Source: an optimization exercise on an open RTL-to-GDS flow (aim: small area). Production flows keep margins and buffers that such runs may drop.
Function was checked by simulation only, so behaviour that the tests miss may differ from the original.
Power is estimated from default activity; no workload was simulated.

==> flow/design.v <==
`default_nettype none
`default_nettype wire
`default_nettype none
package scan_pkg;
    typedef logic [15:0] distance_t;
    typedef logic [15:0] angle_t;
    typedef struct packed {
        angle_t      fsa;
        angle_t      lsa;
        logic [7:0]  count;
        logic [7:0]  min_idx;
        logic [7:0]  max_idx;
    } scan_summary_t;
    typedef struct packed {
        logic [15:0] alert;
        angle_t      min_angle;
        angle_t      max_angle;
    } scan_report_t;
endpackage
`default_nettype wire
`timescale 1ns/1ps
`default_nettype none
module scan_top (
    input  logic clk,
    input  logic TxD_reset,
    input  logic rx_serial,
    output logic tx_serial,
    output logic tx_busy
);
    logic [3:0] sc_q;       
    logic       tick;
    assign tick = (sc_q == 4'd15);
    always_ff @(posedge clk) begin
        sc_q <= sc_q + 4'd1;
    end
    logic [3:0] rb_q;
    logic       dv;
    logic [2:0] j;
    logic       b;
    assign b  = rx_serial;
    assign dv = tick & ~rb_q[3];
    assign j  = rb_q[2:0];
    always_ff @(posedge clk) begin
        if (TxD_reset) begin
            rb_q <= 4'd9;
        end else if (rb_q == 4'd9) begin
            if (!b) rb_q <= tick ? 4'd0 : 4'd15;
        end else if (tick) begin
            rb_q <= rb_q + 4'd1;
        end
    end
    localparam logic [2:0] HA = 3'd0, HB = 3'd1, CN = 3'd2, FS = 3'd3, LS = 3'd4, SM = 3'd5;
    logic [2:0]  st_q;
    logic        hi_q;
    logic [3:0]  k;
    logic        byte_done;
    logic        field_done;
    assign k          = {hi_q, j};
    assign byte_done  = dv & (j == 3'd7);
    assign field_done = byte_done & hi_q;
    logic [7:0]  den_q;
    logic [7:0]  idx_q;
    logic [15:0] a_q;       
    logic [15:0] s_q;       
    logic [7:0]  r_q;       
    logic [7:0]  e_q;       
    logic        c_q;       
    logic [2:0][15:0] p_q;
    logic [1:0]  mi_q;      
    logic [1:0]  ma_q;      
    logic [1:0]  fr;        
    logic        maxv_q;    
    logic        lt_q, gt_q, nz_q, nr_q;
    logic [15:0] mina_q;    
    logic [15:0] maxa_q;
    logic [15:0] mask_q;
    localparam logic [1:0] Q_IDLE = 2'd0, Q_DIV = 2'd1, Q_E = 2'd2, Q_A = 2'd3;
    logic [1:0]  sq_q;
    logic        e_add;
    logic        e_sub;
    assign e_add = (sq_q == Q_E) & ~sc_q[3];
    assign e_sub = (sq_q == Q_E) & (sc_q == 4'd8);
    logic fa_x, fa_y, fa_c, fa_s, fa_co;
    always_comb begin
        if (sq_q == Q_A) begin
            fa_x = a_q[0]; fa_y = s_q[0]; fa_c = c_q;
        end else if (sq_q == Q_E) begin
            fa_x = e_q[0]; fa_y = r_q[0]; fa_c = (sc_q != 4'd0) & c_q;
        end else begin
            fa_x = b;
            fa_y = (st_q == CN) ? 1'b1 : ~a_q[0];
            fa_c = (k == 4'd0) ? (st_q != CN) : c_q;
        end
        {fa_co, fa_s} = fa_x + fa_y + fa_c;
    end
    logic [8:0] sub_in;
    logic [9:0] sub_d;
    logic       ge;
    logic [7:0] sub_res;
    assign sub_in  = (sq_q == Q_DIV) ? {r_q, s_q[15]} : {c_q, e_q};
    assign sub_d   = {1'b0, sub_in} - {2'b00, den_q};
    assign ge      = ~sub_d[9];
    assign sub_res = ge ? sub_d[7:0] : sub_in[7:0];
    logic hbit_ok;
    logic hmatch;
    assign hbit_ok = (b == (j[0] ^ (st_q == HB)));
    assign hmatch  = ((j == 3'd0) | c_q) & hbit_ok;
    logic m_bit, x_bit;
    logic lt_n, gt_n, nz_n, nr_n;
    logic take_min, take_max, first, last;
    assign fr    = ~(mi_q ^ ma_q);
    assign m_bit = p_q[mi_q][0];
    assign x_bit = p_q[ma_q][0];
    assign lt_n  = (b ^ m_bit) ? m_bit : ((k != 4'd0) & lt_q);
    assign gt_n  = (b ^ x_bit) ? b     : ((k != 4'd0) & gt_q);
    assign nz_n  = b | ((k != 4'd0) & nz_q);
    assign nr_n  = ~b & ((k == 4'd7) | nr_q);
    assign take_min = nz_n & lt_n;
    assign take_max = nz_n & (~maxv_q | gt_n);
    assign first    = (idx_q == 8'd0);
    assign last     = (idx_q == den_q);
    logic smp_done;
    assign smp_done = (st_q == SM) & field_done;
    logic tx_start;
    assign tx_start = (sq_q == Q_A) & tick & (st_q != SM);
    always_ff @(posedge clk) begin
        if (TxD_reset) begin
            st_q <= HA;
            sq_q <= Q_IDLE;
        end else begin
            if (byte_done) begin
                case (st_q)
                    HA: if (hmatch) st_q <= HB;
                    HB: st_q <= hmatch ? CN : HA;
                    CN: st_q <= FS;
                    FS: if (hi_q) st_q <= LS;
                    LS: if (hi_q) st_q <= SM;
                    SM: if (hi_q && last) st_q <= HA;
                    default: st_q <= HA;
                endcase
            end
            if (tick) begin
                case (sq_q)
                    Q_DIV:  sq_q <= (den_q == 8'd0) ? Q_A : Q_IDLE;
                    Q_E:    sq_q <= Q_A;
                    Q_A:    sq_q <= Q_IDLE;
                    default: begin
                        if (st_q == LS && field_done) sq_q <= Q_DIV;
                        else if (smp_done) sq_q <= last ? Q_A : Q_E;
                    end
                endcase
            end
        end
    end
    always_ff @(posedge clk) begin
        if (byte_done) begin
            hi_q <= (st_q == CN || st_q == HA || st_q == HB) ? 1'b0 : ~hi_q;
        end
        case (sq_q)
            Q_DIV: c_q <= 1'b0;
            Q_E: begin
                if (e_add) c_q <= fa_co;
                else if (e_sub) c_q <= ge;
            end
            Q_A: c_q <= fa_co;
            default: begin
                if (dv) begin
                    if (st_q == HA || st_q == HB) c_q <= hmatch;
                    else if (st_q == CN || st_q == LS) c_q <= fa_co;
                end
            end
        endcase
        if (dv && st_q == CN) den_q <= {fa_s, den_q[7:1]};
        if (dv && st_q == FS) idx_q <= {1'b0, idx_q[7:1]};
        else if (e_add) idx_q <= {idx_q[0] ^ (nz_q | (sc_q == 4'd0)), idx_q[7:1]};
        if (dv && st_q == FS) a_q <= {b, a_q[15:1]};
        else if ((dv && st_q == LS) || sq_q == Q_A)
            a_q <= {(sq_q == Q_A) ? fa_s : a_q[0], a_q[15:1]};
        if (dv && st_q == LS) s_q <= {fa_s, s_q[15:1]};
        else if (sq_q == Q_DIV) s_q <= {s_q[14:0], ge};
        else if (sq_q == Q_A) s_q <= {s_q[0], s_q[15:1]};
        if (dv && st_q == FS) begin
            r_q <= {1'b0, r_q[7:1]};
            e_q <= {1'b0, e_q[7:1]};
        end else begin
            if (sq_q == Q_DIV) r_q <= sub_res;
            else if (e_add) r_q <= {r_q[0], r_q[7:1]};
            if (e_add) e_q <= {fa_s, e_q[7:1]};
            else if (e_sub) e_q <= sub_res;
        end
        for (int r = 0; r < 3; r++) begin
            if (dv && (st_q == FS || st_q == LS)) begin
                p_q[r] <= {mi_q == 2'(r), p_q[r][15:1]};
            end else if (dv && st_q == SM) begin
                p_q[r] <= {(mi_q == 2'(r) || (ma_q == 2'(r) && maxv_q)) ? p_q[r][0] : b, p_q[r][15:1]};
            end
        end
        if (dv && st_q == SM) begin
            lt_q <= smp_done ? (take_min | first) : lt_n;
            gt_q <= smp_done ? (take_max | first) : gt_n;
            nz_q <= nz_n;
            nr_q <= nr_n;
        end else if (e_add) begin
            nz_q <= idx_q[0] & (nz_q | (sc_q == 4'd0));
        end
        if (st_q == CN) begin
            mi_q   <= 2'd0;
            ma_q   <= 2'd1;
            maxv_q <= 1'b0;
        end else if (smp_done) begin
            if (take_min) mi_q <= fr;
            if (take_max) begin
                if (maxv_q) ma_q <= fr;
                maxv_q <= 1'b1;
            end
        end
    end
    logic        busy_q;
    logic [3:0]  tb_q;
    logic [2:0]  tf_q;
    logic        bit_end;
    logic        tx_data;
    logic        txbit;
    assign bit_end = busy_q & tick;
    assign tx_data = ~tb_q[3];
    always_comb begin
        if (tf_q[2])      txbit = maxa_q[0];
        else if (tf_q[1]) txbit = mina_q[0];
        else              txbit = mask_q[0];
    end
    assign tx_serial = ~busy_q | (tb_q[3] ? ~tb_q[0] : txbit);
    assign tx_busy   = busy_q;
    always_ff @(posedge clk) begin
        if (TxD_reset) begin
            busy_q <= 1'b0;
        end else if (tx_start) begin
            busy_q <= 1'b1;
        end else if (bit_end && tb_q == 4'd8 && tf_q == 3'd5) begin
            busy_q <= 1'b0;
        end
    end
    always_ff @(posedge clk) begin
        if (tx_start) begin
            tb_q <= 4'd15;
            tf_q <= 3'd0;
        end else if (bit_end) begin
            tb_q <= (tb_q == 4'd8) ? 4'd15 : tb_q + 4'd1;
            if (tb_q == 4'd8) tf_q <= tf_q + 3'd1;
        end
    end
    always_ff @(posedge clk) begin
        if (smp_done && nz_n && idx_q[7:4] == 4'd0) mask_q <= {nr_n, mask_q[15:1]};
        else if ((dv && (st_q == FS || st_q == LS)) || (bit_end && tx_data && tf_q[2:1] == 2'b00))
            mask_q <= {1'b0, mask_q[15:1]};
    end
    always_ff @(posedge clk) begin
        if ((sq_q == Q_A && lt_q) || (bit_end && tx_data && tf_q[2:1] == 2'b01))
            mina_q <= {a_q[0], mina_q[15:1]};
        if ((sq_q == Q_A && gt_q) || (bit_end && tx_data && tf_q[2] == 1'b1))
            maxa_q <= {a_q[0], maxa_q[15:1]};
    end
endmodule
`default_nettype wire
==> flow/run.sh <==
#!/bin/bash
# synth_recipe.tcl (not shown) runs the flow's synth.tcl, then flattens the netlist and writes it again
# the make line also repeats each setting of config.mk as NAME=value (left out here)
make -C /OpenROAD-flow-scripts/flow DESIGN_CONFIG=/design/flow/config.mk WORK_HOME=/design/flow/orfs CLKGATE_MAP_FILE= SYNTH_SCRIPT=/design/flow/synth_recipe.tcl finish
==> flow/config.mk <==
export PLATFORM = sky130hd
export DESIGN_NAME = scan_top
export DESIGN_NICKNAME = scan_top
export VERILOG_FILES = /design/flow/design.v
export SDC_FILE = /design/flow/constraint.sdc
export NUM_CORES = 4
export LEC_CHECK = 0
export CAP_MARGIN = 20
export CORE_MARGIN = 2
export CORE_UTILIZATION = 70
export CTS_BUF_LIST = sky130_fd_sc_hd__clkbuf_4 sky130_fd_sc_hd__clkbuf_8
export SLEW_MARGIN = 20
==> flow/constraint.sdc <==
create_clock -name core_clock -period 10.0 [get_ports {clk}]
set_input_delay 2.0000 -clock core_clock [delete_from_list [all_inputs] [get_ports {clk}]]
set_output_delay 2.0000 -clock core_clock [all_outputs]
set_load 0.01 [all_outputs]
==> reports/metrics.yaml <==
status: "finished clean"
die-area_sq_um: 12900
rr_endpoint: "e_q[2]"
critPathMostFrequentCell: "o21ai_0"
synth.avg_cell_area_sq_um: 13.5
slew_viol_final: 0
grt_pass1_wl_mm: 24.4
muxShareOfSynthArea: 0.0450
ioPinCount: 5
crit_type: "register to primary output"
synth.distinct_cells: 76
routed-wl-met3_um: 769
htreeDepth: 4
finalCritPeriodShare: 0.396
worstPathCellList: "mux2i_1, o21ai_0, o21ai_0, nand2_1, clkdlybuf4s50_1"
synth_top_area_frac: 0.583
synth_edf_count: 163
drive_above_1_share: 0.0896
routed_via_density: 6.41
synthFlopType: "edfxtp_1"
crit_path_start: "tf_q[1]"
syn_nets: 652
cp_top_family: "buffers and inverters"
gp_congestion: 0.866
min_path_cells: 0
cts_tree: "done"
tns_ns: 0
core_area_sq_um: 11600
met1_length_mm: 6.91
grt_max_degree: 49
r2r_cells: 9
synth_compound_area_frac: 0.0981
synthTopCellsByArea: "edfxtp_1 (58%), dfxtp_1 (6.9%), ha_1 (3.6%)"
wl_met2_mm: 6.98
die-width_um: 114
antennaDiodeCount: 0
fin_util: 0.774
syn_inst: 623
clk_latency_ns: 0.46
fill_cells: 691
fin_skew_ns: 0.0135
power.density_nw_per_um2: 163
multi_input_comb_area_sq_um: 2680
arrival_ns: 1.96
dp.cells: 747
seq_area_sq_um: 5480
cts-resized-gates: 0
post-synth-top-count-cell: "edfxtp_1"
clk_path_buf_depth: 2
synth_simple_gate_area_frac: 0.113
path_clk_slew_ns: 0.09
path_max_fanout: 5
synth_warnings: 1
place_ws_ns: 5.89
cpPeakStageDelay_ns: 0.49
cts.sinks: 192
endpoint: "tx_serial"
initial_core_util: 0.726
route.vias.total: 4990
post_cts_buffers: 0
holdWs_ns: 0.422
total_power_mw: 1.46
drtAntennaViolNets: 0
post-route-drc-count: 0
crit_path_end_kind: "primary output"
synth-xor-area-share: 0.0188
area_delta_synth_final_pct: 6.60
syn_area_sq_um: 8400
path_depth: 5
worstMarginPinSlew_ns: 0.800
r2r_start: "sq_q[0]"
synth_top_family_by_area: "simple AND/OR/NAND/NOR gates"
drtIter0Drc: 397
irDropWorstVdd_uv: 149
synth_fa_ha_area_frac: 0.0432
slew_headroom: 0.467
synth_seq_cells: 192
row_count: 39
max_cap_violations: 0
hold_buffers: 0
p_leak_nw: 3.03
portBuffers: 4
post_drt_wl_per_cell_um: 19.1
r2r_slack_ns: 6.32
async_reset_ff_frac: 0
grt_setup_unrepaired: "false"
fin_ws_ns: 6.04
dpl.hpwl_mm: 10.2
grt_usage: 0.248
synth_top_cell_by_area: "edfxtp_1"
setup_viol: 0
cp-start-kind: "register"
fmax_mhz: 252
wl_mm: 14.9
grt_pass1_vias: 4779
cts_root_buffer: "clkbuf_8"
dpl_cell_area_sq_um: 8510
dieHeight_um: 114
overflow: 0
nets: 653
synthTopCellsByCount: "edfxtp_1 (163), nor2_1 (42), nand2_1 (40), inv_1 (33), dfxtp_1 (29)"
crit_slowest_cell: "clkdlybuf4s50_1"
highest_layer: "met4"
finalCriticalPeriod_ns: 3.96
synth.yosys.seq_area_share: 0.652
hold_viol_final: 0
drt_first_pass_iters: 4
critPathRequiredTime_ns: 8.00
worst-path-buf-inv: 1
stdcell_count: 779
fin_area_sq_um: 8950
antenna_found_initial: 0
numCtsBuffers: 17
hold_class: "register to register"
## where the power goes
group | leakage [nW] | internal, mW | switching, mW
clock network | 0.199 | 0.251 | 0.268
logic | 1.13 | 0.0176 | 0.0281
registers | 1.71 | 0.883 | 0.0145
## flip-flops by register name, summed over array words and instances, names as in the netlist, 2 cells and up
| register | cells |
|---|---|
| p_q | 48 |
| a_q | 16 |
| mask_q | 16 |
| maxa_q | 16 |
| mina_q | 16 |
| s_q | 16 |
| den_q | 8 |
| e_q | 8 |
| idx_q | 8 |
| r_q | 8 |
| rb_q | 4 |
| sc_q | 4 |
| tb_q | 4 |
| st_q | 3 |
| tf_q | 3 |
| ma_q | 2 |
| mi_q | 2 |
| sq_q | 2 |
## worst reg2reg max path, cell delays in order, from the launching register on
cell	delay (ns)
dfxtp_1	0.42
ha_1	0.50
mux2i_1	0.40
inv_1	0.14
ha_1	0.28
nor2b_1	0.15
o31ai_1	0.47
a31o_1	0.42
nand2_1	0.25
a221o_1	0.39
## cells by family (layout without fill, tap and decap cells)
group / Yosys count / after routing
flip-flops: 192 / 192
AND/OR/NAND/NOR: 175 / 175
AO/OA/AOI/OAI: 117 / 117
buffers and inverters: 58 / 71
multiplexers: 35 / 35
adder cells (fa/ha/maj): 28 / 28
XOR/XNOR: 18 / 18
## final cells by class
type / count / area share
flip-flops and latches: 192 / 0.612
multi-input cells: 373 / 0.300
repair buffers: 6 / 0.00755
well taps: 143 / 0.0200
inverters: 34 / 0.0143
clock inverters: 14 / 0.0204
clock buffers: 17 / 0.0261
## cells in the final DEF, fill, tap and decap left out, drive strengths merged, types with 3 or more instances in the layout
master / count
edfxtp: 163
nor2: 43
nand2: 41
inv: 38
dfxtp: 29
o21ai: 25
ha: 24
mux2: 22
a21oi: 20
clkbuf: 17
nand3: 14
nor3: 14
mux2i: 13
xnor2: 13
nand3b: 11
o211ai: 9
nand4: 8
or3: 8
a31oi: 8
a211oi: 7
nor2b: 6
nor4: 6
or4: 6
o21a: 5
o31ai: 5
xor2: 5
nor3b: 5
a221o: 4
clkinvlp: 4
clkdlybuf4s50: 4
a21o: 3
o311ai: 3
a311oi: 3
bufinv: 3
o41ai: 3
clkinv: 3
## worst min path at each step
| stage | slack [ns] | startpoint | to |
|---|---|---|---|
| 3_3_place_gp | 0.40 | sc_q[0] | sc_q[0] |
| 2_1_floorplan | 0.39 | sc_q[0] | sc_q[0] |
| 5_1_grt | 0.43 | mina_q[11] | mina_q[10] |
| 4_1_cts | 0.42 | mina_q[14] | mina_q[13] |
| 3_5_place_dp | 0.40 | p_q[27] | p_q[26] |
| 6_report | 0.42 | mina_q[11] | mina_q[10] |
## layer usage
layer  track usage  vias to the layer above
li1              -                     2362
met1         0.348                     2471
met2         0.385                      137
met3        0.0584                       20
met4        0.0894                        0
met5             0                        -

static timing again, ports no longer ideal:
No port has a modelled driver above. Below, the same layout with a new extraction and two added sets of constraints.
Step 1 assumes that a clkbuf_16 drives the clock port and a buf_2 every other input.
Step 2 adds t to the input delays and takes it off the output delays; t is the mean of the earliest and latest rising clock arrival at the registers after step 1. Input paths then give back, and output paths get back, about the clock's delay inside the block.
Slacks: no drivers / after step 1 / after step 2; pairs: no drivers / after step 1.
t (ns): 0.489
setup WS [ns]: 6.038 / 5.998 / 5.813
worst slew at a driven data input, ns: 0.04
After both steps setup and hold are still met in this run. For this run, drivers alone change the setup slack by -0.040 ns; drivers and shift together by -0.225 ns.
